This design comes from an exercise in tuning for small area and a short achievable clock period on the open sky130 flow, not from production work. No run shown here included a check of the RTL's function; only the layout flow was run. Power and IR drop assume default switching activity.

==> flow/design.v <==
package gfx_reg_pkg;
  typedef enum logic [8-1:0]
  {
    CONTROL       = 8'h00,
    STATUS        = 8'h04,
    TARGET_BASE   = 8'h08,
    TARGET_SIZE_X = 8'h0C,
    TARGET_SIZE_Y = 8'h10,
    DEST_X        = 8'h14,
    DEST_Y        = 8'h18,
    COLOR0        = 8'h1C,
    ALPHA         = 8'h20
  } gfx_reg_e;
  localparam int POINT_W = 16;
  localparam int CTRL_DEPTH_LSB = 0;
  localparam int CTRL_DEPTH_W   = 2;
  localparam int CTRL_BLEND_BIT = 2;
  localparam int CTRL_RECT_BIT  = 8;
  localparam int CTRL_LINE_BIT  = 9;
  localparam int CTRL_POINT_BIT = 10;
  typedef struct packed
  {
    logic [15:0] count;
    logic [14:0] reserved;
    logic        busy;
  } gfx_status_t;
endpackage
package gfx_ctrl_pkg;
  typedef enum logic
  {
    IDLE = 1'b0,
    BUSY = 1'b1
  } gfx_seq_state_e;
  typedef enum logic [1:0]
  {
    NONE  = 2'd0,
    RECT  = 2'd1,
    LINE  = 2'd2,
    POINT = 2'd3
  } gfx_draw_cmd_e;
endpackage
module gfx_wbs_top
(
  input  logic                                  wbs_clk_i,
  input  logic                                  rst_i,
  input  logic                                  cs_i,
  input  logic                                  cyc_i,
  input  logic                                  stb_i,
  input  logic                                  we_i,
  input  logic [3:0]                            sel_i,
  input  logic [8-1:0]                 adr_i,
  input  logic [32-1:0]                dat_i,
  output logic                                  ack_o,
  output logic                                  err_o,
  output logic [32-1:0]                dat_o,
  input  logic                                  pipeline_ack_i,
  input  logic                                  writer_sint_i,
  input  logic                                  reader_sint_i,
  output logic                                  inta_o,
  output logic [32-1:0]                target_base_o,
  output logic [gfx_reg_pkg::POINT_W-1:0]       target_size_x_o,
  output logic [gfx_reg_pkg::POINT_W-1:0]       target_size_y_o,
  output logic [32-1:0]                dest_x_o,
  output logic [32-1:0]                dest_y_o,
  output logic [32-1:0]                color0_o,
  output logic [7:0]                            global_alpha_o,
  output logic [gfx_reg_pkg::CTRL_DEPTH_W-1:0]  color_depth_o,
  output logic                                  blending_enable_o,
  output logic                                  rect_write_o,
  output logic                                  line_write_o,
  output logic                                  point_write_o
);
  localparam int DEPTH = 16;
  localparam logic [2:0] R_CTRL  = 3'd0;
  localparam logic [2:0] R_ALPHA = 3'd1;
  logic       acc, acc32, wr_acc, rd_acc;
  logic [5:0] widx;
  logic       full;
  logic       push;
  logic       rd_ack_q;
  logic       rd_go;
  assign acc    = cs_i & cyc_i & stb_i;
  assign acc32  = &sel_i;
  assign wr_acc = acc & acc32 & we_i;
  assign rd_acc = acc & acc32 & ~we_i;
  assign widx   = adr_i[7:2];
  assign push  = wr_acc & ~full;
  assign ack_o = push | (rd_ack_q & rd_acc);
  assign err_o = acc & ~acc32;
  logic [3:0] enc_code;
  always_comb
  begin
    enc_code[3]   = (widx[5:4] == 2'b00) &
                    (widx[3] ? (widx[2:0] == 3'd0) : (widx[2:0] != 3'd1));
    enc_code[2:0] = widx[3] ? R_ALPHA : widx[2:0];
  end
  logic [35:0] mem [DEPTH];
  logic [3:0]  wr_ptr;
  logic [3:0]  rd_ptr;
  logic [4:0]  count;
  logic        pop;
  logic        drain_ok;
  logic [DEPTH-1:0] rd_sel;
  logic [35:0] head;
  assign full = count[4];
  assign pop  = drain_ok & (count != 5'd0);
  always_ff @(posedge wbs_clk_i)
  begin
    for (int i = 0; i < DEPTH; i++)
      if (push & (wr_ptr == 4'(i)))
        mem[i] <= {enc_code, dat_i};
  end
  always_ff @(posedge wbs_clk_i)
  begin
    if (rst_i)
    begin
      wr_ptr <= '0;
      rd_ptr <= '0;
      count  <= '0;
    end
    else
    begin
      if (push)
        wr_ptr <= wr_ptr + 1'b1;
      if (pop)
        rd_ptr <= rd_ptr + 1'b1;
      count <= count + {4'd0, push} - {4'd0, pop};
    end
  end
  always_comb
  begin
    head = '0;
    for (int i = 0; i < DEPTH; i++)
    begin
      rd_sel[i] = (rd_ptr == 4'(i)) & ~rst_i;
      head = head | (mem[i] & {36{rd_sel[i]}});
    end
  end
  logic [31:11] control_hi;
  logic [7:0]  control_lo;
  logic [31:0] target_base_reg;
  logic [31:0] target_size_x_reg;
  logic [31:0] target_size_y_reg;
  logic [31:0] dest_x_reg;
  logic [31:0] dest_y_reg;
  logic [31:0] color0_reg;
  logic [31:0] alpha_reg;
  logic        busy;
  logic [7:0]  wsel;
  logic [31:0] wdat;
  always_comb
  begin
    for (int k = 0; k < 8; k++)
      wsel[k] = rst_i | (pop & head[35] & (head[34:32] == 3'(k)));
    wdat = head[31:0];
  end
  always_ff @(posedge wbs_clk_i)
  begin
    if (wsel[R_CTRL])
    begin
      control_hi <= wdat[31:11];
      control_lo <= {wdat[7:1], wdat[0] | rst_i};
    end
    if (wsel[2]) target_base_reg   <= wdat;
    if (wsel[3]) target_size_x_reg <= wdat;
    if (wsel[4]) target_size_y_reg <= wdat;
    if (wsel[5]) dest_x_reg        <= wdat;
    if (wsel[6]) dest_y_reg        <= wdat;
    if (wsel[7]) color0_reg        <= wdat;
    if (wsel[R_ALPHA]) alpha_reg   <= wdat | {32{rst_i}};
  end
  logic [2:0] draw_q;
  logic       cmd_active;
  always_ff @(posedge wbs_clk_i)
  begin
    draw_q <= wsel[R_CTRL] ? head[10:8] : 3'b000;
  end
  assign cmd_active = |draw_q;
  always_ff @(posedge wbs_clk_i)
  begin
    if (rst_i)
      busy <= 1'b0;
    else if (busy)
      busy <= ~pipeline_ack_i;
    else
      busy <= cmd_active;
  end
  assign drain_ok = ~busy & ~cmd_active;
  always_ff @(posedge wbs_clk_i)
  begin
    inta_o <= ~rst_i & (writer_sint_i | reader_sint_i);
  end
  logic [31:0] rd_mux;
  logic [31:0] rd_dat_q;
  always_comb
  begin
    case (widx)
      6'd0: rd_mux = {control_hi, draw_q, control_lo};
      6'd1: rd_mux = {11'd0, count, 15'd0, busy};
      6'd2: rd_mux = target_base_reg;
      6'd3: rd_mux = target_size_x_reg;
      6'd4: rd_mux = target_size_y_reg;
      6'd5: rd_mux = dest_x_reg;
      6'd6: rd_mux = dest_y_reg;
      6'd7: rd_mux = color0_reg;
      6'd8: rd_mux = alpha_reg;
      default: rd_mux = '0;
    endcase
  end
  assign rd_go = rd_acc & ~rd_ack_q & ~rst_i;
  always_ff @(posedge wbs_clk_i)
  begin
    rd_ack_q <= rd_go;
    rd_dat_q <= rd_go ? rd_mux : 32'd0;
  end
  assign dat_o = rd_dat_q;
  assign target_base_o     = target_base_reg;
  assign target_size_x_o   = target_size_x_reg[15:0];
  assign target_size_y_o   = target_size_y_reg[15:0];
  assign dest_x_o          = dest_x_reg;
  assign dest_y_o          = dest_y_reg;
  assign color0_o          = color0_reg;
  assign global_alpha_o    = alpha_reg[7:0];
  assign color_depth_o     = control_lo[1:0];
  assign blending_enable_o = control_lo[2];
  assign rect_write_o  = draw_q[0];
  assign line_write_o  = draw_q[1] & ~draw_q[0];
  assign point_write_o = draw_q[2] & ~draw_q[1] & ~draw_q[0];
endmodule
==> flow/run.sh <==
#!/bin/bash
# synth_recipe.tcl (not shown) runs the flow's synth.tcl, then flattens the netlist and writes it again
# the make line also repeats each setting of config.mk as NAME=value (left out here)
make -C /OpenROAD-flow-scripts/flow DESIGN_CONFIG=/design/flow/config.mk WORK_HOME=/design/flow/orfs CLKGATE_MAP_FILE= SYNTH_SCRIPT=/design/flow/synth_recipe.tcl finish
==> flow/config.mk <==
export PLATFORM = sky130hd
export DESIGN_NAME = gfx_wbs_top
export DESIGN_NICKNAME = gfx_wbs_top
export VERILOG_FILES = /design/flow/design.v
export SDC_FILE = /design/flow/constraint.sdc
export NUM_CORES = 4
export LEC_CHECK = 0
export CAP_MARGIN = 20
export CORE_MARGIN = 2
export CORE_UTILIZATION = 40
export SETUP_SLACK_MARGIN = 3
export SLEW_MARGIN = 20
==> flow/constraint.sdc <==
create_clock -name core_clock -period 6.0 [get_ports {wbs_clk_i}]
set_input_delay 1.2000 -clock core_clock [delete_from_list [all_inputs] [get_ports {wbs_clk_i}]]
set_output_delay 1.2000 -clock core_clock [all_outputs]
set_load 0.01 [all_outputs]
==> impl_results.md, run 1 <==
* Status: timing/DRC/antenna clean
* Worst-path cell chain: buf_12 -> buf_12 -> buf_16 -> nor4b_4 -> buf_4 -> a22oi_2 -> o211ai_1 -> nor4_4 -> buf_4 -> buf_4 -> buf_4 -> o31ai_4 -> buf_6 -> clkbuf_16
* CTS Buf Count at 89
* Hold_ws at ~0.48 ns
* Worst Path Buf+Inv at 9
* Global Route Usage Sum at 0.241
* Placed cell areas at roughly 37,000 sq um
* Mapped Nets at ~1.9k
* Clock Path Buffers at 3
* Dpl cells at between 3k and 4k
* Ys async rst share at 0
* Final cell count without fillers at 3,454
* Routed Wire Length at roughly 110 mm
* Clock Latency Late Sink at between 0.6 and 0.7 ns
* FP Rows at 105
* Clock skew at about 0.027 ns
* RSZ-0062 raised after global routing: yes
* H-tree depth at 3
* Max incr delay on CP at roughly 0.32 ns
* First-pass GRT wire length at roughly 150 mm
* Area grow syn2layout at 28.6%
* Leak pwr at roughly 14 nW
* PwrDens at roughly 370 nW/um^2
* Critical path data arrival time at between 3 and 4 ns
* Sequential fraction of the synthesis area at 0.779
* Post-synth EDFFs at roughly 830
* CTS sink cnt at around 900
* TritonRoute pass-1 iters at 6
* Place WS at about 1.3 ns
* Worst path slowest cell: o31ai_4
* Synth Flop Type: edfxtp_1
* Number of vias per cell at roughly 6
* Synthesized cell area at between 30,000 and 40,000 sq um
* Library cells used by synthesis at 73
* Routed Antenna Nets at 0
* CTS clk-pin slew, worst paths at 0.06 ns
* Hold depth at 1
* CTS tree: done
* Crit Path Class: input port to register
* Required @ worst endpoint at 6.35 ns
* Layout cells sized above 1 at 0.222
* Fin. max-slew vios at 0
* Die area at about 85,000 sq um
* Die X at approximately 290 microns
* Largest Register: mem
* Drt wl/cell at approximately 31 microns
* Nets at 2,379
* Hold Path Class: register to register
* Largest net degree at the start of global routing at 47
* Initial core utilization at 0.404
* Worst relative slew slack at 0.284
* Iteration-0 DRC Markers at between 2k and 2.5k
* Fmax at approximately 0.31 GHz
* Fin worst setup slack at 2.79 ns
* Hold Violations, Final at 0
* Number of global-route vias before repair at 19.8k
* Number of antenna violations at the first check in global routing at 6
* Post-Route Setup TNS at 0 ns
* Routed via count at roughly 20k
* Nature of the critical path endpoint: register
* Total power at between 15 and 20 mW
* Placer Congestion at 0.821
* CP Max Fanout at 7
* Core ar. at 82,200 sq um
* Synth warn at 2
* Mean post-synth cell area at between 15 and 20 sq um
* Syn Inst Count at about 1.9k
* Worst path depth at 14
* Most Frequent Cell on Critical Path: buf_4
* Maximum vdd drop at approximately 240 uV
* Fin crit period at roughly 3.2 ns
* Root Driver: clkbuf_16
* Largest register FFs at roughly 580
* Delay-heaviest family, CP: buffers and inverters
* N_diodes at 0
* Worst setup SP type: input port
* Tcrit/Tclk final at 0.535
* Final instance area at approximately 43,000 sq um
* Worst reg-to-reg path cell count at 11
* Max Cap Viol at 0
* Grt total ovfl at 0
* Synth Register Bits at 880
* Remaining routing DRC violations at 0
* I/O Pins at 262
* Fin util at 0.520
* IO buf count at 259
* Die Span Y at a little under 300 microns
* Hpwl dp at about 60 mm
* Final setup viols at 0
* Slew @ Worst Pin at roughly 1.1 ns
## synth_stat cells (18+ instances only)
library cell / n / area share
a21oi_1: 21 / 0.0032
a221oi_1: 25 / 0.0066
a22o_1: 25 / 0.0066
a22oi_1: 180 / 0.041
a41oi_1: 26 / 0.0068
buf_2: 21 / 0.0032
buf_4: 60 / 0.014
clkbuf_1: 47 / 0.0053
dfxtp_1: 51 / 0.031
edfxtp_1: 829 / 0.75
inv_1: 19 / 0.0021
mux2_2: 23 / 0.0078
mux2i_1: 71 / 0.021
mux4_2: 30 / 0.020
nand2_1: 70 / 0.0079
nand2b_1: 35 / 0.0066
nand4_1: 18 / 0.0034
nor2_1: 75 / 0.0085
nor3_1: 24 / 0.0036
o21ai_0: 29 / 0.0044
## path summary, 6_finish.rpt
check,from,to,slack (ns)
hold reg to reg,rd_ack_q,rd_ack_q,0.48
setup / recovery,rst_i,target_size_x_reg[1],2.79
hold / removal,rd_ack_q,rd_ack_q,0.48
setup reg to reg,rd_ptr[0],target_size_x_reg[1],2.84
## metal layers
layer | wire length, microns | vias to the layer above | GRT usage
met4 | 4420 | 6 | 0.0921
li1 | - | 8487 | -
met3 | 10500 | 231 | 0.0549
met5 | 35 | - | 0
met1 | 40300 | 10500 | 0.312
met2 | 51900 | 1196 | 0.396
## cells by family (layout without fill, tap and decap cells)
logic type,after synthesis,count (layout),share of synthesized area
DFF,880,880,0.779
buffers and inverters,161,672,0.0271
AOI/OAI and AO/OA,392,392,0.0900
adders and majority gates,15,15,0.00587
and+or+nand+nor,289,291,0.0456
muxes,125,125,0.0499
xor gates and xnor gates,9,9,0.00237
## area by class of cell
cell class	instances	area, sq um
multi-input combinational	832	7030
sequential	880	25900
clock inverter	46	531
timing repair buffer	489	5420
clock buffer	118	2450
inverter	19	75.1
fill	6457	39500
tap	1070	1340
## what timing repair did
action | in CTS | in global routing
resized for setup | 147 | 44
pin swaps | 35 | 21
gates cloned | 12 | 16
hold buffers | 0 | 0
setup endpoints to repair | 1089 | 404
buffers inserted | 95 | 36
## power by group
| part | internal (mW) | total, mW | leakage [nW] | switching, mW |
|---|---|---|---|---|
| Clock | 3.31 | 5.63 | 1.45 | 2.32 |
| Combinational | 1.15 | 2.49 | 4.31 | 1.34 |
| Sequential | 7.33 | 7.61 | 8.12 | 0.275 |
| Total | 11.8 | 15.7 | 13.9 | 3.94 |
## cell usage in the layout, fill, tap and decap left out, types with 9 or more instances in the layout
master	instances
edfxtp_1	829
clkdlybuf4s50_1	245
a22oi_1	179
buf_4	126
clkbuf_16	104
mux2i_1	71
nand2_1	61
nor2_1	52
dfxtp_1	45
buf_6	39
buf_12	39
mux4_2	30
nand2b_1	29
a41oi_1	26
a22o_1	25
a221oi_1	24
mux2_2	23
o21ai_0	23
nor2_4	21
a21oi_1	21
clkbuf_1	20
nand4_1	18
inv_1	16
a222oi_1	15
nor3_1	15
clkinv_2	14
nand3_1	11
o22ai_1	11
clkinv_1	11
buf_16	11
bufinv_16	10
ha_1	9
==> run 2, diff against run 1 <==
--- a/flow/design.v
+++ b/flow/design.v
@@ -132,7 +132,7 @@
     head = '0;
     for (int i = 0; i < DEPTH; i++)
     begin
-      rd_sel[i] = (rd_ptr == 4'(i)) & ~rst_i;
+      rd_sel[i] = (rd_ptr == 4'(i));
       head = head | (mem[i] & {36{rd_sel[i]}});
     end
   end
@@ -152,14 +152,14 @@
   begin
     for (int k = 0; k < 8; k++)
       wsel[k] = rst_i | (pop & head[35] & (head[34:32] == 3'(k)));
-    wdat = head[31:0];
+    wdat = head[31:0] & {32{~rst_i}};
   end
   always_ff @(posedge wbs_clk_i)
   begin
     if (wsel[R_CTRL])
     begin
       control_hi <= wdat[31:11];
-      control_lo <= {wdat[7:1], wdat[0] | rst_i};
+      control_lo <= {wdat[7:1], head[0] | rst_i};
     end
     if (wsel[2]) target_base_reg   <= wdat;
     if (wsel[3]) target_size_x_reg <= wdat;
@@ -167,13 +167,13 @@
     if (wsel[5]) dest_x_reg        <= wdat;
     if (wsel[6]) dest_y_reg        <= wdat;
     if (wsel[7]) color0_reg        <= wdat;
-    if (wsel[R_ALPHA]) alpha_reg   <= wdat | {32{rst_i}};
+    if (wsel[R_ALPHA]) alpha_reg   <= head[31:0] | {32{rst_i}};
   end
   logic [2:0] draw_q;
   logic       cmd_active;
   always_ff @(posedge wbs_clk_i)
   begin
-    draw_q <= wsel[R_CTRL] ? head[10:8] : 3'b000;
+    draw_q <= (wsel[R_CTRL] & ~rst_i) ? head[10:8] : 3'b000;
   end
   assign cmd_active = |draw_q;
   always_ff @(posedge wbs_clk_i)
==> run 2 against run 1 <==
Setup slack improved by 0.076 ns. Clock skew decreased by 0.0024 ns. Final cell count fell by 0.41%. Die area rose by 0.53%. Largest cell class unchanged. Critical path depth decreased by 9.
==> impl_results.md, run 2 <==
* Status: timing/DRC/antenna clean (unchanged)
* CP endpoint: ack_o (was target_size_x_reg[1])
* Clock Latency Late Sink at 0.66 ns (was 0.65 ns)
* Hold_sp: rd_ack_q (unchanged)
* Library cells used by synthesis at 75 (was 73)
* Final instance area at 41,300 sq um (was 42,800 sq um)
* Worst Path Buf+Inv at 2 (was 9)
* Leak pwr at 13.3 nW (was 13.9 nW)
* Fin util at 0.496 (was 0.520)
* CTS Buf Count at 89 (unchanged)
* Syn Inst Count at 1,960 (was 1,871)
* Commonest non-fill, non-tap cell in the layout: edfxtp_1 (unchanged)
* CTS tree: done (unchanged)
* FP Rows at 106 (was 105)
* Tcrit/Tclk final at 0.522 (was 0.535)
* Worst-path cell chain: clkbuf_2 -> nand4_1 -> or2_4 -> a21oi_2 -> buf_2 (was buf_12 -> buf_12 -> buf_16 -> nor4b_4 -> buf_4 -> a22oi_2 -> o211ai_1 -> nor4_4 -> buf_4 -> buf_4 -> buf_4 -> o31ai_4 -> buf_6 -> clkbuf_16)
* Layout cells sized above 1 at 0.170 (was 0.222)
* Hold Violations, Final at 0 (unchanged)
* Slew @ Worst Pin at 0.996 ns (was 1.07 ns)
* Hpwl dp at 56.1 mm (was 58.6 mm)
* Worst setup SP type: input port (unchanged)
* Clock skew at 0.0243 ns (was 0.0267 ns)
* Number of antenna violations at the first check in global routing at 9 (was 6)
* Final cell count without fillers at 3,440 (was 3,454)
* First-pass GRT wire length at 143 mm (was 146 mm)
* Initial core utilization at 0.402 (was 0.404)
* Fmax at 0.319 GHz (was 0.311 GHz)
* Fin crit period at 3.13 ns (was 3.21 ns)
* Die area at 85,900 sq um (was 85,500 sq um)
* CTS sink cnt at 880 (unchanged)
* Delay-heaviest family, CP: simple AND/OR/NAND/NOR gates (was buffers and inverters)
* Global Route Usage Sum at 0.230 (was 0.241)
* Largest net degree at the start of global routing at 56 (was 47)
* Worst relative slew slack at 0.334 (was 0.284)
* Fin. max-slew vios at 0 (unchanged)
* Post-synth EDFFs at 829 (unchanged)
* Ys async rst share at 0 (unchanged)
* Nature of the critical path endpoint: output pin (was register)
* I/O Pins at 262 (unchanged)
* Number of vias per cell at 6.01 (was 5.92)
* Routed via count at 20.7k (was 20.4k)
* Area grow syn2layout at 23.5% (was 28.6%)
* Post-Route Setup TNS at 0 ns (unchanged)
* CTS clk-pin slew, worst paths at 0.06 ns (about the same)
* Critical path data arrival time at 1.93 ns (was 3.57 ns)
* Storage cell area at 25,900 sq um (about the same)
* Number of global-route vias before repair at 20.1k (was 19.8k)
* Core ar. at 83,200 sq um (was 82,200 sq um)
* Clock Path Buffers at 3 (unchanged)
* Die Span Y at 293 microns (was 292 microns)
* Hold_buf cts at 0 (unchanged)
* R2R Path Start: rd_ptr[2] (was rd_ptr[0])
* Yosys top cell by area: edfxtp_1 (unchanged)
* Sequential fraction of the synthesis area at 0.775 (was 0.779)
* Setup crit start: sel_i[2] (was rst_i)
* Synth Flop Type: edfxtp_1 (unchanged)
* Iteration-0 DRC Markers at 2,412 (was 2,498)
* IO buf count at 259 (unchanged)
* Most frequent cell after synthesis: edfxtp_1 (unchanged)
* Largest register FFs at 576 (unchanged)
* Worst path depth at 5 (was 14)
* Nets at 2,351 (was 2,379)
* RSZ-0062 raised after global routing: yes (unchanged)
* Remaining routing DRC violations at 0 (unchanged)
* Crit Path Class: input port to output pin (was input port to register)
* Final setup viols at 0 (unchanged)
* Synth warn at 2 (unchanged)
* TritonRoute pass-1 iters at 8 (was 6)
* Root Driver: clkbuf_16 (unchanged)
* Total power at 17.2 mW (was 15.7 mW)
* Top cell type's share of synthesized area at 0.744 (was 0.748)
* PwrDens at 418 nW/um^2 (was 368 nW/um^2)
* Drt wl/cell at 29.7 microns (was 31.0 microns)
* Grt total ovfl at 0 (unchanged)
* Largest Register: mem (unchanged)
* H-tree depth at 3 (unchanged)
* Routed Antenna Nets at 0 (unchanged)
* Worst path slowest cell: or2_4 (was o31ai_4)
* Area occupied by multi-input gates at 6940 sq um (was 7030 sq um)
* Required @ worst endpoint at 4.80 ns (was 6.35 ns)
* Synth cell count leaders: edfxtp_1 (829), a22oi_1 (158), a221oi_1 (75), buf_4 (64), nand2_1 (56) (was edfxtp_1 (829), a22oi_1 (180), nor2_1 (75), mux2i_1 (71), nand2_1 (70))
* Slack of the worst reg-to-reg path at 3.00 ns (was 2.84 ns)
* Synthesized cell area at 33,400 sq um (was 33,300 sq um)
* Worst reg-to-reg path cell count at 10 (was 11)
* Routed Wire Length at 102 mm (was 107 mm)
* Most frequent cells in the layout: edfxtp_1 (829), clkdlybuf4s50_1 (244), a22oi_1 (158) (was edfxtp_1 (829), clkdlybuf4s50_1 (245), a22oi_1 (179))
* Synth area leaders: edfxtp_1 (74%), a22oi_1 (3.5%), dfxtp_1 (3.1%) (was edfxtp_1 (75%), a22oi_1 (4.1%), dfxtp_1 (3.1%))
* Placed cell areas at 37,300 sq um (about the same)
* Mean post-synth cell area at 17.1 sq um (was 17.8 sq um)
* Maximum vdd drop at 237 uV (was 241 uV)
* FF-to-FF End: target_size_x_reg[10] (was target_size_x_reg[1])
* Die X at 293 microns (was 292 microns)
* Max incr delay on CP at 0.26 ns (was 0.32 ns)
* Dpl cells at 3,195 (was 3,131)
* CP Max Fanout at 3 (was 7)
* Placer Congestion at 0.805 (was 0.821)
* Mapped Nets at 2,028 (was 1,939)
* Hold Path Class: register to register (unchanged)
* Filler cell count at 6,765 (was 6,457)
* Max Cap Viol at 0 (unchanged)
* Synth Register Bits at 880 (unchanged)
==> run 2: changes by cell type after synthesis, sizes merged, moves of 22 or more <==
cell	before	now
mux2i	71	21
buf	95	133
a222oi	15	44
mux4	30	4
a22o	25	49
a221oi	26	76
and2	3	29
a41oi	27	0
a22oi	180	158
a31oi	8	41
a21oi	21	55
==> run 2: metal layers <==
layer / GRT usage / vias to the layer above / wire, microns
met1: 0.310 / 10600 / 40500
li1: - / 8664 / -
met2: 0.376 / 1193 / 49200
met5: 0 / - / 82
met3: 0.0520 / 160 / 9940
met4: 0.0590 / 12 / 2550
==> run 2: worst min path at each step <==
stage / to / depth (start not counted)
after global routing: rd_ack_q / 1
final: rd_ack_q / 1
after global placement: rd_ack_q / 1
after CTS: rd_ack_q / 1
after detailed placement: rd_ack_q / 1
after floorplan: rd_ack_q / 1
==> run 2: cell families after synthesis <==
family	count (synthesis)	synth area share
AOI/OAI and AO/OA	541	0.123
xor gates and xnor gates	9	0.00236
adders and majority gates	15	0.00584
buffers and inverters	193	0.0331
DFF	880	0.775
muxes	44	0.0154
and+or+nand+nor	278	0.0449
==> run 2: repair_timing <==
item,in CTS,in global routing
buffers inserted,44,23
hold endpoints to repair,0,0
pin swaps,14,10
endpoints found under the setup margin,985,390
gates resized for setup,97,32
cloned,3,7
==> run 2: layout make-up <==
cell class                      instances  share of cell area
Sequential cell                       880               0.628
Multi-Input combinational cell        889               0.168
Timing Repair Buffer                  406               0.103
Clock buffer                          115              0.0573
Tap cell                             1080              0.0327
Clock inverter                         52             0.00933
Inverter                               17             0.00173
Antenna cell                            1           0.0000606
==> run 2: where the power goes <==
part / switching (mW) / leakage, nW / total [mW] / internal, mW
clock: 2.34 / 1.35 / 5.24 / 2.90
sequential: 0.365 / 8.12 / 7.93 / 7.57
combinational: 2.35 / 3.79 / 4.07 / 1.72
==> run 2: metrics by stage <==
stage | worst slack [ns] | hold WS, ns
3_3_place_gp | 1.78 | 0.440
4_1_cts | 2.66 | 0.452
6_report | 2.87 | 0.525
3_5_place_dp | 1.77 | 0.434
2_1_floorplan | 2.66 | 0.409
5_1_grt | 2.82 | 0.551
==> run 3, diff against run 2 <==
==> flow/flow/run.sh (new file) <==
#!/bin/bash
# Standard ORFS layout with smaller port buffers, a clock tree built from
# smaller clock buffers without dummy loads, and timing repair aimed at a
# shorter period than the clock's.
set -uo pipefail
MARGIN=$(cat flow/margin.txt 2>/dev/null || echo 2.5)
bash standard.sh \
  BUFFER_PORTS_ARGS="-buffer_cell sky130_fd_sc_hd__buf_2" \
  CTS_ARGS="-sink_clustering_enable -repair_clock_nets -dont_use_dummy_load -buf_list {sky130_fd_sc_hd__clkbuf_4 sky130_fd_sc_hd__clkbuf_8}" \
  SETUP_SLACK_MARGIN=$MARGIN \
  finish > standard.log 2>&1
==> flow/flow/margin.txt (new file) <==
2.5
==> flow/standard.sh (new file) <==
#!/bin/bash
# synth_recipe.tcl (not shown) runs the flow's synth.tcl, then flattens the netlist and writes it again
# the make line also repeats each setting of config.mk as NAME=value (left out here)
make -C /OpenROAD-flow-scripts/flow DESIGN_CONFIG=/design/flow/config.mk WORK_HOME=/design/flow/orfs CLKGATE_MAP_FILE= SYNTH_SCRIPT=/design/flow/synth_recipe.tcl "${@:-finish}"
--- a/flow/config.mk
+++ b/flow/config.mk
@@ -8,5 +8,4 @@
 export CAP_MARGIN = 20
 export CORE_MARGIN = 2
 export CORE_UTILIZATION = 40
-export SETUP_SLACK_MARGIN = 3
 export SLEW_MARGIN = 20
removed: flow/run.sh
==> run 3 against run 2 <==
Non-clock buffer count decreased by 62. Still clean on timing, DRC and antenna. Clock power decreased by 21%. Clock skew increased by 0.033 ns. Critical endpoint is now target_size_x_reg[30]. Final cell count decreased by 2.5%. Routed wire length decreased by 5.6%. Total power decreased by 11%. Largest power group unchanged.
==> impl_results.md, run 3 <==
* Hold Violations, Final at 0 (unchanged)
* Library cells used by synthesis at 75 (unchanged)
* Global Route Usage Sum at 0.221 (was 0.230)
* Die area at 85,900 sq um (unchanged)
* Number of antenna violations at the first check in global routing at 15 (was 9)
* Post-Route Setup TNS at 0 ns (unchanged)
* CTS sink cnt at 880 (unchanged)
* Iteration-0 DRC Markers at 2,300 (was 2,412)
* I/O Pins at 262 (unchanged)
* Syn Inst Count at 1,960 (unchanged)
* Top cell type's share of synthesized area at 0.744 (unchanged)
* Largest net degree at the start of global routing at 67 (was 56)
* Most frequent cells in the layout: edfxtp_1 (829), buf_2 (259), a22oi_1 (158) (was edfxtp_1 (829), clkdlybuf4s50_1 (244), a22oi_1 (158))
* Critical path data arrival time at 3.92 ns (was 1.93 ns)
* FP Rows at 106 (unchanged)
* Largest Register: mem (unchanged)
* CTS tree: done (unchanged)
* Area grow syn2layout at 14.3% (was 23.5%)
* Die Span Y at 293 microns (unchanged)
* Mapped Nets at 2,028 (unchanged)
* Most frequent cell after synthesis: edfxtp_1 (unchanged)
* Ys async rst share at 0 (unchanged)
* Final instance area at 38,200 sq um (was 41,300 sq um)
* CTS clk-pin slew, worst paths at 0.05 ns (was 0.06 ns)
* Fmax at 0.291 GHz (was 0.319 GHz)
* Remaining routing DRC violations at 0 (unchanged)
* PwrDens at 402 nW/um^2 (was 418 nW/um^2)
* Clock Latency Late Sink at 0.78 ns (was 0.66 ns)
* Clock Path Buffers at 3 (unchanged)
* Commonest non-fill, non-tap cell in the layout: edfxtp_1 (unchanged)
* Routed via count at 20.2k (was 20.7k)
* CTS Buf Count at 142 (was 89)
* Place WS at 1.70 ns (was 1.77 ns)
* Status: timing/DRC/antenna clean (unchanged)
* Max Cap Viol at 0 (unchanged)
* Required @ worst endpoint at 6.49 ns (was 4.80 ns)
* Fin crit period at 3.43 ns (was 3.13 ns)
* Hpwl dp at 55.3 mm (was 56.1 mm)
* Slew @ Worst Pin at 1.23 ns (was 0.996 ns)
* Yosys top cell by area: edfxtp_1 (unchanged)
* Core ar. at 83,200 sq um (unchanged)
* Tcrit/Tclk final at 0.572 (was 0.522)
* Worst relative slew slack at 0.182 (was 0.334)
* Routed Wire Length at 96.5 mm (was 102 mm)
* Grt total ovfl at 0 (unchanged)
* Clock skew at 0.0569 ns (was 0.0243 ns)
* H-tree depth at 4 (was 3)
* Mean post-synth cell area at 17.1 sq um (unchanged)
* Filler cell count at 7,080 (was 6,765)
* Synth warn at 2 (unchanged)
* Fin worst setup slack at 2.57 ns (was 2.87 ns)
* Crit Path Class: register to register (was input port to output pin)
* TritonRoute pass-1 iters at 8 (unchanged)
* Hold_buf cts at 0 (unchanged)
* Sequential fraction of the synthesis area at 0.775 (unchanged)
* Placer Congestion at 0.802 (was 0.805)
* Nets at 2,341 (was 2,351)
* Synth cell count leaders: edfxtp_1 (829), a22oi_1 (158), a221oi_1 (75), buf_4 (64), nand2_1 (56) (unchanged)
* Number of global-route vias before repair at 19.7k (was 20.1k)
* First-pass GRT wire length at 137 mm (was 143 mm)
* Fin. max-slew vios at 0 (unchanged)
* Root Driver: clkbuf_8 (was clkbuf_16)
* Synth Register Bits at 880 (unchanged)
* Synthesized cell area at 33,400 sq um (unchanged)
* RSZ-0062 raised after global routing: yes (unchanged)
* Maximum vdd drop at 201 uV (was 237 uV)
* Routed Antenna Nets at 0 (unchanged)
* Post-synth EDFFs at 829 (unchanged)
* IO buf count at 259 (unchanged)
* Largest register FFs at 576 (unchanged)
* Synth area leaders: edfxtp_1 (74%), a22oi_1 (3.5%), dfxtp_1 (3.1%) (unchanged)
* Die X at 293 microns (unchanged)
* Initial core utilization at 0.402 (unchanged)
* Layout cells sized above 1 at 0.252 (was 0.170)
* Final setup viols at 0 (unchanged)
* Drt wl/cell at 28.8 microns (was 29.7 microns)
* Number of vias per cell at 6.02 (was 6.01)
* CP Max Fanout at 41 (was 3)
* Worst setup SP type: register (was input port)
* Leak pwr at 12.5 nW (was 13.3 nW)
* Synth Flop Type: edfxtp_1 (unchanged)
* Fin util at 0.460 (was 0.496)
* Nature of the critical path endpoint: register (was output pin)
* Placed cell areas at 35,900 sq um (was 37,300 sq um)
* Hold Path Class: register to register (unchanged)
[run 3: cell count changes in the layout (fill, tap and decap cells not counted), sizes merged, moves of 2 or more]
cell	before	now
clkbuf	127	142
clkdlybuf4s50	244	0
inv	21	16
dlymetal6s2s	2	0
clkinv	43	1
dlygate4sd2	2	0
clkinvlp	3	0
buf	144	344
bufinv	2	0
[run 3: routing by layer]
layer	routed length (microns)	up-vias	GRT usage
li1	-	8542	-
met1	38100	10300	0.285
met2	45700	1171	0.359
met3	10300	154	0.0641
met4	2270	16	0.0694
met5	118	-	0
[run 3: worst paths after layout]
path	from	end	slack [ns]	cells past startpoint
max	rd_ptr[3]	target_size_x_reg[30]	2.57	6
min	rd_ack_q	rd_ack_q	0.45	1
max reg2reg	rd_ptr[3]	target_size_x_reg[30]	2.57	6
min reg2reg	rd_ack_q	rd_ack_q	0.45	1
[run 3: layout make-up]
| type | instances | area (sq um) | area share |
|---|---|---|---|
| multi-input combinational | 888 | 6780 | 0.177 |
| tap | 1080 | 1350 | 0.0354 |
| inverter | 17 | 66.3 | 0.00174 |
| antenna | 2 | 5.00 | 0.000131 |
| timing repair buffer | 344 | 2130 | 0.0558 |
| sequential | 880 | 25900 | 0.678 |
| clock buffer | 142 | 1950 | 0.0511 |
[run 3: worst max-delay path, stage by stage, from the launching register on]
cell	delay [ns]
dfxtp_4	0.67
buf_4	0.57
nand2_1	0.49
a221oi_1	0.37
a311o_1	0.17
nand4_1	0.38
and2_1	0.40
[run 3: timing repair]
| action | CTS | global route |
|---|---|---|
| cloned | 0 | 1 |
| pin swaps | 5 | 2 |
| gates resized for setup | 21 | 9 |
| endpoints found under the setup margin | 280 | 284 |
| setup buffers | 7 | 14 |
[run 3: power breakdown]
group / switching [mW] / internal (mW) / total (mW) / leakage [nW]
Combinational: 2.20 / 1.14 / 3.34 / 3.41
Sequential: 0.361 / 7.57 / 7.93 / 8.12
Clock: 2.04 / 2.08 / 4.12 / 1.02
[run 3: logic make-up (layout without fill, tap and decap cells)]
family          after synthesis  after routing  synth area share
other cells                   0              2                 0
flops                       880            880             0.775
buf+inv                     193            503            0.0331
fa+ha+maj                    15             15           0.00584
compound gates              541            541             0.123
xor+xnor                      9              9           0.00236
mux                          44             44            0.0154
simple gates                278            279            0.0449
[run 3: per-stage QoR]
stage               total power [mW]  hold slack [ns]  cells
floorplan                       9.84            0.409   1960
global placement                11.1            0.451   3185
detailed placement              11.2            0.451   3185
CTS                             15.4            0.458   3334
global route                    16.0            0.470   3352
finish                          15.4            0.453   3353
==> run 4, diff against run 3 <==
--- a/flow/design.v
+++ b/flow/design.v
@@ -95,8 +95,6 @@
     enc_code[2:0] = widx[3] ? R_ALPHA : widx[2:0];
   end
   logic [35:0] mem [DEPTH];
-  logic [3:0]  wr_ptr;
-  logic [3:0]  rd_ptr;
   logic [4:0]  count;
   logic        pop;
   logic        drain_ok;
@@ -106,33 +104,26 @@
   assign pop  = drain_ok & (count != 5'd0);
   always_ff @(posedge wbs_clk_i)
   begin
-    for (int i = 0; i < DEPTH; i++)
-      if (push & (wr_ptr == 4'(i)))
-        mem[i] <= {enc_code, dat_i};
+    if (push)
+    begin
+      mem[0] <= {enc_code, dat_i};
+      for (int i = 1; i < DEPTH; i++)
+        mem[i] <= mem[i-1];
+    end
   end
   always_ff @(posedge wbs_clk_i)
   begin
     if (rst_i)
-    begin
-      wr_ptr <= '0;
-      rd_ptr <= '0;
-      count  <= '0;
-    end
+      count <= '0;
     else
-    begin
-      if (push)
-        wr_ptr <= wr_ptr + 1'b1;
-      if (pop)
-        rd_ptr <= rd_ptr + 1'b1;
       count <= count + {4'd0, push} - {4'd0, pop};
-    end
   end
   always_comb
   begin
     head = '0;
     for (int i = 0; i < DEPTH; i++)
     begin
-      rd_sel[i] = (rd_ptr == 4'(i));
+      rd_sel[i] = (count == 5'(i + 1));
       head = head | (mem[i] & {36{rd_sel[i]}});
     end
   end
==> flow/run.sh (new file) <==
#!/bin/bash
# synth_recipe.tcl (not shown) runs the flow's synth.tcl, then flattens the netlist and writes it again
# the make line also repeats each setting of config.mk as NAME=value (left out here)
make -C /OpenROAD-flow-scripts/flow DESIGN_CONFIG=/design/flow/config.mk WORK_HOME=/design/flow/orfs CLKGATE_MAP_FILE= SYNTH_SCRIPT=/design/flow/synth_recipe.tcl finish
--- a/flow/config.mk
+++ b/flow/config.mk
@@ -8,4 +8,5 @@
 export CAP_MARGIN = 20
 export CORE_MARGIN = 2
 export CORE_UTILIZATION = 40
+export SETUP_SLACK_MARGIN = 3
 export SLEW_MARGIN = 20
removed: flow/flow/run.sh
removed: flow/flow/margin.txt
removed: flow/standard.sh
==> run 4 against run 3 <==
Critical path type is now input port to output pin. Critical endpoint is now ack_o. Largest cell class unchanged. Clock-buffer cell count is 23 lower. Final cell count is 1.0% lower. Maximum frequency is 11% higher.
==> impl_results.md, run 4 <==
* First-pass GRT wire length at 134 mm (was 137 mm)
* Status: timing/DRC/antenna clean (unchanged)
* Worst relative slew slack at 0.307 (was 0.182)
* Initial core utilization at 0.402 (about the same)
* Hold depth at 0 (was 1)
* Clock skew at 0.0398 ns (was 0.0569 ns)
* Number of antenna violations at the first check in global routing at 4 (was 15)
* Synthesized cell area at 32,900 sq um (was 33,400 sq um)
* CTS sink cnt at 872 (was 880)
* Worst-path cell chain: buf_6 -> and4_1 -> nand4_1 -> a21oi_2 -> buf_2 (was buf_4 -> nand2_1 -> a221oi_1 -> a311o_1 -> nand4_1 -> and2_1)
* Routed via count at 19.3k (was 20.2k)
* I/O Pins at 262 (unchanged)
* Clock Latency Late Sink at 0.67 ns (was 0.78 ns)
* Global Route Usage Sum at 0.216 (was 0.221)
* Worst setup SP type: input port (was register)
* Tcrit/Tclk final at 0.516 (was 0.572)
* Slack of the worst reg-to-reg path at 3.03 ns (was 2.57 ns)
* Ys async rst share at 0 (unchanged)
* Hold Path Class: register to register (unchanged)
* Max Cap Viol at 0 (unchanged)
* Grt total ovfl at 0 (unchanged)
* Required @ worst endpoint at 4.80 ns (was 6.49 ns)
* Core ar. at 81,700 sq um (was 83,200 sq um)
* Number of vias per cell at 5.83 (was 6.02)
* Mean post-synth cell area at 18.0 sq um (was 17.1 sq um)
* Hold_buf cts at 0 (unchanged)
* Fin. max-slew vios at 0 (unchanged)
* Top cell type's share of synthesized area at 0.757 (was 0.744)
* Synth Flop Type: edfxtp_1 (unchanged)
* Critical path data arrival time at 1.90 ns (was 3.92 ns)
* Die X at 291 microns (was 293 microns)
* CTS tree: done (unchanged)
* Area grow syn2layout at 24.9% (was 14.3%)
* Most frequent cells in the layout: edfxtp_1 (829), clkdlybuf4s50_1 (244), a22oi_1 (193) (was edfxtp_1 (829), buf_2 (259), a22oi_1 (158))
* Layout cells sized above 1 at 0.188 (was 0.252)
* Maximum vdd drop at 276 uV (was 201 uV)
* Delay-heaviest family, CP: simple AND/OR/NAND/NOR gates (unchanged)
* Hold_ws at 0.427 ns (was 0.453 ns)
* Fmax at 0.323 GHz (was 0.291 GHz)
* Post-synth EDFFs at 829 (unchanged)
* Routed Wire Length at 94.8 mm (was 96.5 mm)
* Root Driver: clkbuf_16 (was clkbuf_8)
* Syn Inst Count at 1,831 (was 1,960)
* Post-Route Setup TNS at 0 ns (unchanged)
* Worst Path Buf+Inv at 2 (was 1)
* Library cells used by synthesis at 74 (was 75)
* IO buf count at 259 (unchanged)
* Synth cell count leaders: edfxtp_1 (829), a22oi_1 (194), nand2_1 (86), nor2_1 (71), mux2i_1 (57) (was edfxtp_1 (829), a22oi_1 (158), a221oi_1 (75), buf_4 (64), nand2_1 (56))
* CTS Buf Count at 91 (was 142)
* Placer Congestion at 0.838 (was 0.802)
* Max incr delay on CP at 0.21 ns (was 0.67 ns)
* H-tree depth at 3 (was 4)
* Number of global-route vias before repair at 19.0k (was 19.7k)
* FP Rows at 105 (was 106)
* Hold Violations, Final at 0 (unchanged)
* Leak pwr at 13.3 nW (was 12.5 nW)
* Fin crit period at 3.10 ns (was 3.43 ns)
* PwrDens at 456 nW/um^2 (was 402 nW/um^2)
* Nature of the critical path endpoint: output pin (was register)
* CTS clk-pin slew, worst paths at 0.06 ns (was 0.05 ns)
* R2R Path Start: count[0] (was rd_ptr[3])
* Final cell count without fillers at 3,319 (was 3,353)
* RSZ-0062 raised after global routing: yes (unchanged)
* Nets at 2,232 (was 2,341)
* Largest net degree at the start of global routing at 216 (was 67)
* Hold_sp: mem[5][33] (was rd_ack_q)
* Remaining routing DRC violations at 0 (unchanged)
* Largest register FFs at 576 (unchanged)
* CP endpoint: ack_o (was target_size_x_reg[30])
* Mapped Nets at 1,893 (was 2,028)
* Yosys top cell by area: edfxtp_1 (unchanged)
* CP Max Fanout at 2 (was 41)
* Worst path slowest cell: and4_1 (was dfxtp_4)
* Iteration-0 DRC Markers at 2,466 (was 2,300)
* Dpl cells at 3,078 (was 3,185)
* Hpwl dp at 56.8 mm (was 55.3 mm)
* TritonRoute pass-1 iters at 6 (was 8)
* Routed Antenna Nets at 0 (unchanged)
* Drt wl/cell at 28.6 microns (was 28.8 microns)
* Worst reg-to-reg path cell count at 10 (was 6)
* Setup crit start: sel_i[3] (was rd_ptr[3])
* Placed cell areas at 36,900 sq um (was 35,900 sq um)
* Largest Register: mem (unchanged)
* Final instance area at 41,100 sq um (was 38,200 sq um)
* Slew @ Worst Pin at 1.04 ns (was 1.23 ns)
* Commonest non-fill, non-tap cell in the layout: edfxtp_1 (unchanged)
* Die area at 84,500 sq um (was 85,900 sq um)
* Die Span Y at 291 microns (was 293 microns)
* Synth Register Bits at 872 (was 880)
* FF-to-FF End: color0_reg[24] (was target_size_x_reg[30])
* Worst path depth at 5 (was 6)
* Synth area leaders: edfxtp_1 (76%), a22oi_1 (4.4%), dfxtp_1 (2.6%) (was edfxtp_1 (74%), a22oi_1 (3.5%), dfxtp_1 (3.1%))
* Sequential fraction of the synthesis area at 0.783 (was 0.775)
* Crit Path Class: input port to output pin (was register to register)
* Most frequent cell after synthesis: edfxtp_1 (unchanged)
* Clock Path Buffers at 3 (unchanged)
* Final setup viols at 0 (unchanged)
* Synth warn at 2 (unchanged)
run 4: changes by cell type in the layout (fill, tap and decap cells not counted), sizes merged, moves of 34 or more:
cell / change
buf: -209
a22oi: +38
a31oi: -41
a221oi: -52
clkdlybuf4s50: +244
mux2i: +36
clkinv: +34
run 4: timing repair:
action / 4_1_cts / 5_1_grt
hold endpoints to repair: 0 / 0
endpoints found under the setup margin: 929 / 565
cloned: 1 / 8
buffers inserted: 33 / 26
resized for setup: 79 / 34
pin swaps: 16 / 17
run 4: kinds of logic (layout without fill, tap and decap cells):
| family | Yosys count | in the layout | synth area share |
|---|---|---|---|
| compound gates | 399 | 399 | 0.0940 |
| simple gates | 266 | 266 | 0.0419 |
| mux | 124 | 124 | 0.0492 |
| fa+ha+maj | 9 | 9 | 0.00365 |
| other cells | 0 | 3 | 0 |
| xor+xnor | 3 | 3 | 0.000799 |
| flops | 872 | 872 | 0.783 |
| buf+inv | 158 | 573 | 0.0273 |
run 4: worst min-delay path by stage:
stage | to | slack [ns]
after detailed placement | mem[4][22] | 0.43
after global placement | mem[3][25] | 0.42
final | mem[6][33] | 0.43
after global routing | mem[6][33] | 0.44
after CTS | mem[6][33] | 0.43
after floorplan | rd_ack_q | 0.41
run 4: per-layer routing:
layer,vias to the layer above,wire length (microns),GRT usage
met5,-,13,0
met4,2,2430,0.0591
met3,159,9040,0.0548
met2,1140,44600,0.342
met1,9904,38700,0.296
li1,8143,-,-
run 4: cell type report:
cell class / count / area (sq um)
Antenna cell: 3 / 7.51
Clock buffer: 119 / 2440
Clock inverter: 50 / 634
Fill cell: 6587 / 40600
Inverter: 12 / 50.0
Multi-Input combinational cell: 801 / 6730
Sequential cell: 872 / 25800
Tap cell: 1070 / 1340
Timing Repair Buffer: 392 / 4090
run 4: metrics by stage:
step           power (mW)  setup WS, ns  utilization
6_report             18.7          2.90        0.503
4_1_cts              18.5          2.88        0.495
3_3_place_gp         12.4          1.84        0.451
2_1_floorplan        10.3         -5.82            -
3_5_place_dp         12.5          1.80        0.451
5_1_grt              19.3          2.89        0.502
run 4: power by group:
group,internal (mW),leakage (nW),switching (mW),total (mW)
logic,2.06,3.75,2.94,5.00
registers,7.58,8.11,0.394,7.97
clock network,3.37,1.49,2.40,5.77
==> run 5, diff against run 4 <==
==> flow/flow/run.sh (new file) <==
#!/bin/bash
# Standard ORFS layout with smaller port buffers, a clock tree built from
# clock buffers in larger clusters without dummy loads, and timing repair
# aimed at a shorter period than the clock's.
set -uo pipefail
MARGIN=$(cat flow/margin.txt 2>/dev/null || echo 3)
bash standard.sh \
  BUFFER_PORTS_ARGS="-buffer_cell sky130_fd_sc_hd__buf_1" \
  CTS_ARGS="-sink_clustering_enable -repair_clock_nets -dont_use_dummy_load -sink_clustering_size 30 -sink_clustering_max_diameter 80 -buf_list {sky130_fd_sc_hd__clkbuf_8 sky130_fd_sc_hd__clkbuf_16}" \
  SETUP_SLACK_MARGIN=$MARGIN \
  finish > standard.log 2>&1
==> flow/flow/margin.txt (new file) <==
3
==> flow/standard.sh (new file) <==
#!/bin/bash
# synth_recipe.tcl (not shown) runs the flow's synth.tcl, then flattens the netlist and writes it again
# the make line also repeats each setting of config.mk as NAME=value (left out here)
make -C /OpenROAD-flow-scripts/flow DESIGN_CONFIG=/design/flow/config.mk WORK_HOME=/design/flow/orfs CLKGATE_MAP_FILE= SYNTH_SCRIPT=/design/flow/synth_recipe.tcl "${@:-finish}"
--- a/flow/config.mk
+++ b/flow/config.mk
@@ -8,5 +8,4 @@
 export CAP_MARGIN = 20
 export CORE_MARGIN = 2
 export CORE_UTILIZATION = 40
-export SETUP_SLACK_MARGIN = 3
 export SLEW_MARGIN = 20
removed: flow/run.sh
==> run 5 against run 4 <==
Sequential share of layout area increased by 6.0 points. Non-clock buffer count is 22 higher. Highest routed layer is now met4. Largest cell class unchanged. Core utilization fell by 4.4 points.
==> impl_results.md, run 5 <==
* Die X at 291 microns (unchanged)
* Routed Antenna Nets at 0 (unchanged)
* Largest register FFs at 576 (unchanged)
* Required @ worst endpoint at 4.80 ns (about the same)
* H-tree depth at 2 (was 3)
* Final instance area at 37,500 sq um (was 41,100 sq um)
* Initial core utilization at 0.402 (unchanged)
* Fin crit period at 3.19 ns (was 3.10 ns)
* Placer Congestion at 0.830 (was 0.838)
* Nets at 2,203 (was 2,232)
* Hpwl dp at 56.4 mm (was 56.8 mm)
* Total power at 15.4 mW (was 18.7 mW)
* Dpl cells at 3,077 (was 3,078)
* Synthesized cell area at 32,900 sq um (unchanged)
* Core ar. at 81,700 sq um (unchanged)
* Top cell type's share of synthesized area at 0.757 (unchanged)
* Die area at 84,500 sq um (unchanged)
* Die Span Y at 291 microns (unchanged)
* Sequential fraction of the synthesis area at 0.783 (unchanged)
* Mean post-synth cell area at 18.0 sq um (unchanged)
* Final setup viols at 0 (unchanged)
* Layout cells sized above 1 at 0.162 (was 0.188)
* TritonRoute pass-1 iters at 7 (was 6)
* Fmax at 0.313 GHz (was 0.323 GHz)
* Area grow syn2layout at 14.0% (was 24.9%)
* Drt wl/cell at 28.9 microns (was 28.6 microns)
* Global Route Usage Sum at 0.212 (was 0.216)
* Clock Path Buffers at 3 (unchanged)
* Iteration-0 DRC Markers at 2,335 (was 2,466)
* Worst setup SP type: input port (unchanged)
* Max Cap Viol at 0 (unchanged)
* Synth Register Bits at 872 (unchanged)
* Fin. max-slew vios at 0 (unchanged)
* Hold_ws at 0.374 ns (was 0.427 ns)
* N_diodes at 0 (was 3)
* RSZ-0062 raised after global routing: yes (unchanged)
* I/O Pins at 262 (unchanged)
* Worst relative slew slack at 0.365 (was 0.307)
* Grt total ovfl at 0 (unchanged)
* IO buf count at 259 (unchanged)
* CP Max Fanout at 2 (unchanged)
* Slew @ Worst Pin at 0.952 ns (was 1.04 ns)
* Hold Violations, Final at 0 (unchanged)
* FP Rows at 105 (unchanged)
* Clock Latency Late Sink at 0.62 ns (was 0.67 ns)
* Synth Flop Type: edfxtp_1 (unchanged)
* Syn Inst Count at 1,831 (unchanged)
* CTS tree: done (unchanged)
* Synth area leaders: edfxtp_1 (76%), a22oi_1 (4.4%), dfxtp_1 (2.6%) (unchanged)
* Status: timing/DRC/antenna clean (unchanged)
* Library cells used by synthesis at 74 (unchanged)
* Tcrit/Tclk final at 0.532 (was 0.516)
* Hold_buf cts at 0 (unchanged)
* Nature of the critical path endpoint: output pin (unchanged)
* Crit Path Class: input port to output pin (unchanged)
* Fin worst setup slack at 2.81 ns (was 2.90 ns)
* Leak pwr at 11.7 nW (was 13.3 nW)
* Final cell count without fillers at 3,209 (was 3,319)
* First-pass GRT wire length at 131 mm (was 134 mm)
* Fin util at 0.459 (was 0.503)
* Commonest non-fill, non-tap cell in the layout: edfxtp_1 (unchanged)
* Mapped Nets at 1,893 (unchanged)
* Number of antenna violations at the first check in global routing at 5 (was 4)
* PwrDens at 412 nW/um^2 (was 456 nW/um^2)
* Synth warn at 2 (unchanged)
* CTS Buf Count at 40 (was 91)
* Yosys top cell by area: edfxtp_1 (unchanged)
* Number of vias per cell at 5.88 (was 5.83)
* Place WS at 1.94 ns (was 1.80 ns)
* Placed cell areas at 35,200 sq um (was 36,900 sq um)
* Post-Route Setup TNS at 0 ns (unchanged)
* Most frequent cell after synthesis: edfxtp_1 (unchanged)
* Hold Path Class: register to register (unchanged)
* Ys async rst share at 0 (unchanged)
* Maximum vdd drop at 263 uV (was 276 uV)
* Synth cell count leaders: edfxtp_1 (829), a22oi_1 (194), nand2_1 (86), nor2_1 (71), mux2i_1 (57) (unchanged)
* Clock skew at 0.0857 ns (was 0.0398 ns)
* Routed Wire Length at 92.7 mm (was 94.8 mm)
* CTS clk-pin slew, worst paths at 0.09 ns (was 0.06 ns)
* Number of global-route vias before repair at 18.6k (was 19.0k)
* Largest Register: mem (unchanged)
* Routed via count at 18.9k (was 19.3k)
* Critical path data arrival time at 1.99 ns (was 1.90 ns)
* Remaining routing DRC violations at 0 (unchanged)
* Most frequent cells in the layout: edfxtp_1 (829), buf_1 (255), a22oi_1 (193) (was edfxtp_1 (829), clkdlybuf4s50_1 (244), a22oi_1 (193))
* Root Driver: clkbuf_16 (unchanged)
* Post-synth EDFFs at 829 (unchanged)
* CTS sink cnt at 872 (unchanged)
* Largest net degree at the start of global routing at 210 (was 216)
==> run 5: logic make-up (layout without fill, tap and decap cells) <==
kind of cell,Yosys count,after routing,synth area share
AO/OA/AOI/OAI,399,399,0.0940
buffers and inverters,158,466,0.0273
multiplexers,124,124,0.0492
AND/OR/NAND/NOR,266,266,0.0419
flip-flops,872,872,0.783
XOR/XNOR,3,3,0.000799
adder cells (fa/ha/maj),9,9,0.00365
==> run 5: power by group <==
group | internal [mW] | switching (mW) | total (mW)
Sequential | 7.57 | 0.368 | 7.93
Clock | 1.20 | 1.76 | 2.96
Combinational | 1.59 | 2.95 | 4.54
==> run 5: critical path, cell delays in order <==
cell	delay, ns
buf_1	0.07
and4_1	0.21
nand4_1	0.16
a21oi_2	0.19
buf_2	0.15
==> run 5: what timing repair did <==
action	CTS	global route
resized for setup	60	29
pin swaps	12	16
endpoints found under the setup margin	522	620
setup buffers	56	27
gates cloned	3	5
==> run 5: final cells by class <==
| cell class | instances | area [sq um] |
|---|---|---|
| fillers | 6997 | 44200 |
| flip-flops and latches | 872 | 25800 |
| multi-input cells | 801 | 6690 |
| repair buffers | 414 | 2630 |
| well taps | 1070 | 1340 |
| clock buffers | 40 | 1000 |
| inverters | 12 | 50.0 |
==> run 5: worst paths after layout <==
| kind | from | to | slack, ns | cells after the start |
|---|---|---|---|---|
| hold reg to reg | mem[3][34] | mem[4][34] | 0.37 | 0 |
| setup reg to reg | count[2] | color0_reg[26] | 2.99 | 11 |
| setup / recovery | sel_i[2] | ack_o | 2.81 | 5 |
| hold / removal | mem[3][34] | mem[4][34] | 0.37 | 0 |
==> run 5: metal layers <==
layer	track usage	wire length, microns	up-vias
li1	-	-	7983
met1	0.282	36800	9636
met2	0.338	43200	1089
met3	0.0627	9970	155
met4	0.0648	2640	0
met5	0	0	-
==> run 6, diff against run 5 <==
==> flow/flow/run.sh (replaced) <==
#!/bin/bash
# Standard ORFS layout with smaller port buffers, a clock tree built from
# clock buffers in larger clusters without dummy loads, and timing repair
# aimed at a shorter period than the clock's.
set -uo pipefail
MARGIN=$(cat flow/margin.txt 2>/dev/null || echo 3)
bash standard.sh \
  BUFFER_PORTS_ARGS="-buffer_cell sky130_fd_sc_hd__buf_1" \
  CTS_ARGS="-sink_clustering_enable -repair_clock_nets -dont_use_dummy_load -sink_clustering_size 20 -sink_clustering_max_diameter 80 -buf_list {sky130_fd_sc_hd__clkbuf_8 sky130_fd_sc_hd__clkbuf_16}" \
  SETUP_SLACK_MARGIN=$MARGIN \
  finish > standard.log 2>&1
==> flow/flow/margin.txt (replaced) <==
3.3
==> run 6 against run 5 <==
Still clean on timing, DRC and antenna. Synthesized area unchanged. Hold slack about the same. Total power grew 9.5%. Via count is 5.4% higher. Clock-buffer cell count grew 11. Flip-flop and latch count unchanged. Synthesized cell count stayed put. Register-to-register slack improved by 0.07 ns. Die area unchanged. Final area increased by 6.0%. Maximum frequency increased by 1.7%. Non-clock buffer count is 94 higher. Highest routed layer unchanged.
==> impl_results.md, run 6 <==
* Status: timing/DRC/antenna clean (unchanged)
* GR Util met3 at 0.0408 (was 0.0627)
* Required @ worst endpoint at 4.80 ns (about the same)
* M2 GR Usage at 0.362 (was 0.338)
* Largest register FFs at 576 (unchanged)
* Clock Path Buffers at 3 (unchanged)
* Core ar. at 81,700 sq um (unchanged)
* Number of vias per cell at 6.00 (was 5.88)
* Die Span Y at 291 microns (unchanged)
* Synth Register Bits at 872 (unchanged)
* N_diodes at 0 (unchanged)
* Remaining routing DRC violations at 0 (unchanged)
* Placer Congestion at 0.827 (was 0.830)
* Most frequent cell after synthesis: edfxtp_1 (unchanged)
* Synth Area in Compound Gates at 0.0940 (unchanged)
* Iteration-0 DRC Markers at 2,885 (was 2,335)
* Hold_sp: mem[5][29] (was mem[3][34])
* Worst setup SP type: input port (unchanged)
* Synth area leaders: edfxtp_1 (76%), a22oi_1 (4.4%), dfxtp_1 (2.6%) (unchanged)
* Layout cells sized above 1 at 0.225 (was 0.162)
* Leak pwr at 12.8 nW (was 11.7 nW)
* CTS tree: done (unchanged)
* Largest family of logic cells by synthesized area: compound AO/OA/AOI/OAI gates (unchanged)
* Mean post-synth cell area at 18.0 sq um (unchanged)
* Die area at 84,500 sq um (unchanged)
* Critical path data arrival time at 1.94 ns (was 1.99 ns)
* Place WS at 1.93 ns (was 1.94 ns)
* CTS clk-pin slew, worst paths at 0.08 ns (was 0.09 ns)
* Storage cell area at 25,800 sq um (unchanged)
* Commonest non-fill, non-tap cell in the layout: edfxtp_1 (unchanged)
* Synthesized-area fraction occupied by adder cells at 0.00365 (unchanged)
* Ys async rst share at 0 (unchanged)
* Final instance area at 39,700 sq um (was 37,500 sq um)
* Synth warn at 2 (unchanged)
* Filler cell count at 6,773 (was 6,997)
* Number of antenna violations at the first check in global routing at 1 (was 5)
* Sequential fraction of the synthesis area at 0.783 (unchanged)
* FP Rows at 105 (unchanged)
* GR peak layer: met2 (unchanged)
* Placed cell areas at 35,200 sq um (about the same)
* CTS Buf Count at 51 (was 40)
* First-pass GRT wire length at 139 mm (was 131 mm)
* PwrDens at 425 nW/um^2 (was 412 nW/um^2)
* FF-to-FF End: alpha_reg[18] (was color0_reg[26])
* Syn Inst Count at 1,831 (unchanged)
* Crit Path Class: input port to output pin (unchanged)
* Total power at 16.9 mW (was 15.4 mW)
* Mapped Nets at 1,893 (unchanged)
* Library cells used by synthesis at 74 (unchanged)
* Area grow syn2layout at 20.8% (was 14.0%)
* RSZ-0062 raised after global routing: yes (unchanged)
* Max Cap Viol at 0 (unchanged)
* Post-synthesis mux area share at 0.0492 (unchanged)
* Global Route Usage Sum at 0.224 (was 0.212)
* Clock skew at 0.118 ns (was 0.0857 ns)
* Maximum vdd drop at 323 uV (was 263 uV)
* CTS sink cnt at 872 (unchanged)
* Area occupied by multi-input gates at 7000 sq um (was 6690 sq um)
* Nets at 2,309 (was 2,203)
* TritonRoute pass-1 iters at 7 (unchanged)
* Routed Wire Length at 98.7 mm (was 92.7 mm)
* Yosys top cell by area: edfxtp_1 (unchanged)
* Hold_ws at 0.374 ns (about the same)
* Post-Route Setup TNS at 0 ns (unchanged)
* Fin util at 0.486 (was 0.459)
* Hold depth at 0 (unchanged)
* Synth cell count leaders: edfxtp_1 (829), a22oi_1 (194), nand2_1 (86), nor2_1 (71), mux2i_1 (57) (unchanged)
* IO buf count at 259 (unchanged)
* Root Driver: clkbuf_16 (unchanged)
* M1 GR Usage at 0.312 (was 0.282)
* Fin. max-slew vios at 0 (unchanged)
* Final setup viols at 0 (unchanged)
* Final cell count without fillers at 3,315 (was 3,209)
* Clock Latency Late Sink at 0.66 ns (was 0.62 ns)
* Post-synth EDFFs at 829 (unchanged)
* Fin worst setup slack at 2.86 ns (was 2.81 ns)
* Synth Flop Type: edfxtp_1 (unchanged)
* CP Max Fanout at 2 (unchanged)
* Hold Path Class: register to register (unchanged)
* Routed via count at 19.9k (was 18.9k)
* Dpl cells at 3,076 (was 3,077)
* Grt total ovfl at 0 (unchanged)
* Hold Violations, Final at 0 (unchanged)
* Tcrit/Tclk final at 0.523 (was 0.532)
* Drt wl/cell at 29.8 microns (was 28.9 microns)
* Hpwl dp at 56.8 mm (was 56.4 mm)
* Synthesized cell area at 32,900 sq um (unchanged)
* Die X at 291 microns (unchanged)
* Fmax at 0.319 GHz (was 0.313 GHz)
* Number of global-route vias before repair at 19.4k (was 18.6k)
* Top cell type's share of synthesized area at 0.757 (unchanged)
* Hold EP: mem[6][29] (was mem[4][34])
* Slack of the worst reg-to-reg path at 3.06 ns (was 2.99 ns)
* Initial core utilization at 0.402 (unchanged)
* Xor and xnor area share after synthesis at 0.000799 (unchanged)
* Most frequent cells in the layout: edfxtp_1 (829), buf_1 (254), a22oi_1 (192) (was edfxtp_1 (829), buf_1 (255), a22oi_1 (193))
* Post-Synth Simple-Gate Area at 0.0419 (unchanged)
* Slew @ Worst Pin at 0.787 ns (was 0.952 ns)
* Routed Antenna Nets at 0 (unchanged)
* Largest net degree at the start of global routing at 127 (was 210)
* Worst reg-to-reg path cell count at 13 (was 11)
* Fin crit period at 3.14 ns (was 3.19 ns)
* I/O Pins at 262 (unchanged)
* R2R Path Start: count[2] (unchanged)
* H-tree depth at 2 (unchanged)
* Nature of the critical path endpoint: output pin (unchanged)
* Worst relative slew slack at 0.475 (was 0.365)
* Largest Register: mem (unchanged)
[run 6: layout make-up]
class	instances	area share
Tap cell	1070	0.0337
Inverter	12	0.00135
Multi-Input combinational cell	802	0.176
Sequential cell	872	0.648
Clock buffer	51	0.0321
Timing Repair Buffer	508	0.108
[run 6: kinds of logic (layout without fill, tap and decap cells)]
kind of cell / after synthesis / after routing
flip-flops: 872 / 872
AND/OR/NAND/NOR: 266 / 267
multiplexers: 124 / 124
adder cells (fa/ha/maj): 9 / 9
buffers and inverters: 158 / 571
XOR/XNOR: 3 / 3
AO/OA/AOI/OAI: 399 / 399
[run 6: power by group]
group	total (mW)	switching, mW	internal [mW]
logic	5.58	3.31	2.27
clock network	3.37	1.87	1.51
registers	7.94	0.378	7.57
total	16.9	5.55	11.3
[run 6: critical path: stages]
cell	delay [ns]
buf_1	0.06
and4_1	0.21
nand4_1	0.15
a21oi_2	0.17
buf_2	0.15
[run 6: routing by layer]
| metal | part of all wire | up-vias |
|---|---|---|
| met3 | 0.095 | 180 |
| met1 | 0.40 | 10300 |
| met2 | 0.47 | 1205 |
| li1 | - | 8228 |
| met5 | 0 | - |
| met4 | 0.032 | 0 |
[run 6: worst max-delay path by stage]
stage,from,end,depth (start not counted)
2_1_floorplan,sel_i[1],count[4],11
3_3_place_gp,count[1],target_size_y_reg[26],8
3_5_place_dp,count[1],target_size_y_reg[26],8
4_1_cts,sel_i[1],ack_o,5
5_1_grt,sel_i[1],ack_o,5
6_report,sel_i[1],ack_o,5
[run 6: what timing repair did]
| action | in CTS | in global routing |
|---|---|---|
| setup endpoints to repair | 1040 | 694 |
| buffers inserted | 119 | 38 |
| gates resized for setup | 152 | 84 |
| pin swaps | 32 | 45 |
| hold buffers | 0 | 0 |
| gates cloned | 21 | 10 |

==> port drivers added, routing unchanged <==
The flow's constraints put no driver on any port. The routed layouts listed below were extracted and timed again, unchanged, in two steps.
Step 1 sets driving cells, clkbuf_16 on the clock port and buf_2 on the other inputs (assumed; they add their load-dependent delay and slew).
Step 2, shift: input delay + t, output delay - t, t = (earliest + latest rising clock arrival at the registers) / 2. This alone moves slack from input paths to output paths.
Slacks: no drivers / after step 1 / after step 2; pairs: no drivers / after step 1.
run	t, ns	setup slack, ns	hold slack, ns	worst slew at a driven data input, ns
run 1	0.700	2.790 / 2.800 / 2.100	0.476 / 0.476 / 0.476	0.12
run 2	0.711	2.866 / 2.838 / 2.376	0.525 / 0.525 / 0.525	0.18
run 3	0.818	2.568 / 2.568 / 1.809	0.453 / 0.453 / 0.453	0.12
run 4	0.712	2.904 / 2.852 / 2.350	0.427 / 0.427 / 0.427	0.10
run 5	0.643	2.809 / 2.785 / 2.427	0.374 / 0.374 / 0.374	0.11
run 6	0.670	2.863 / 2.829 / 2.748	0.374 / 0.374 / 0.374	0.10
After both steps setup and hold are still met in every run listed. The setup slack of run 3, which loses most, moves by 0.000 ns with the drivers and by -0.759 ns with both steps.
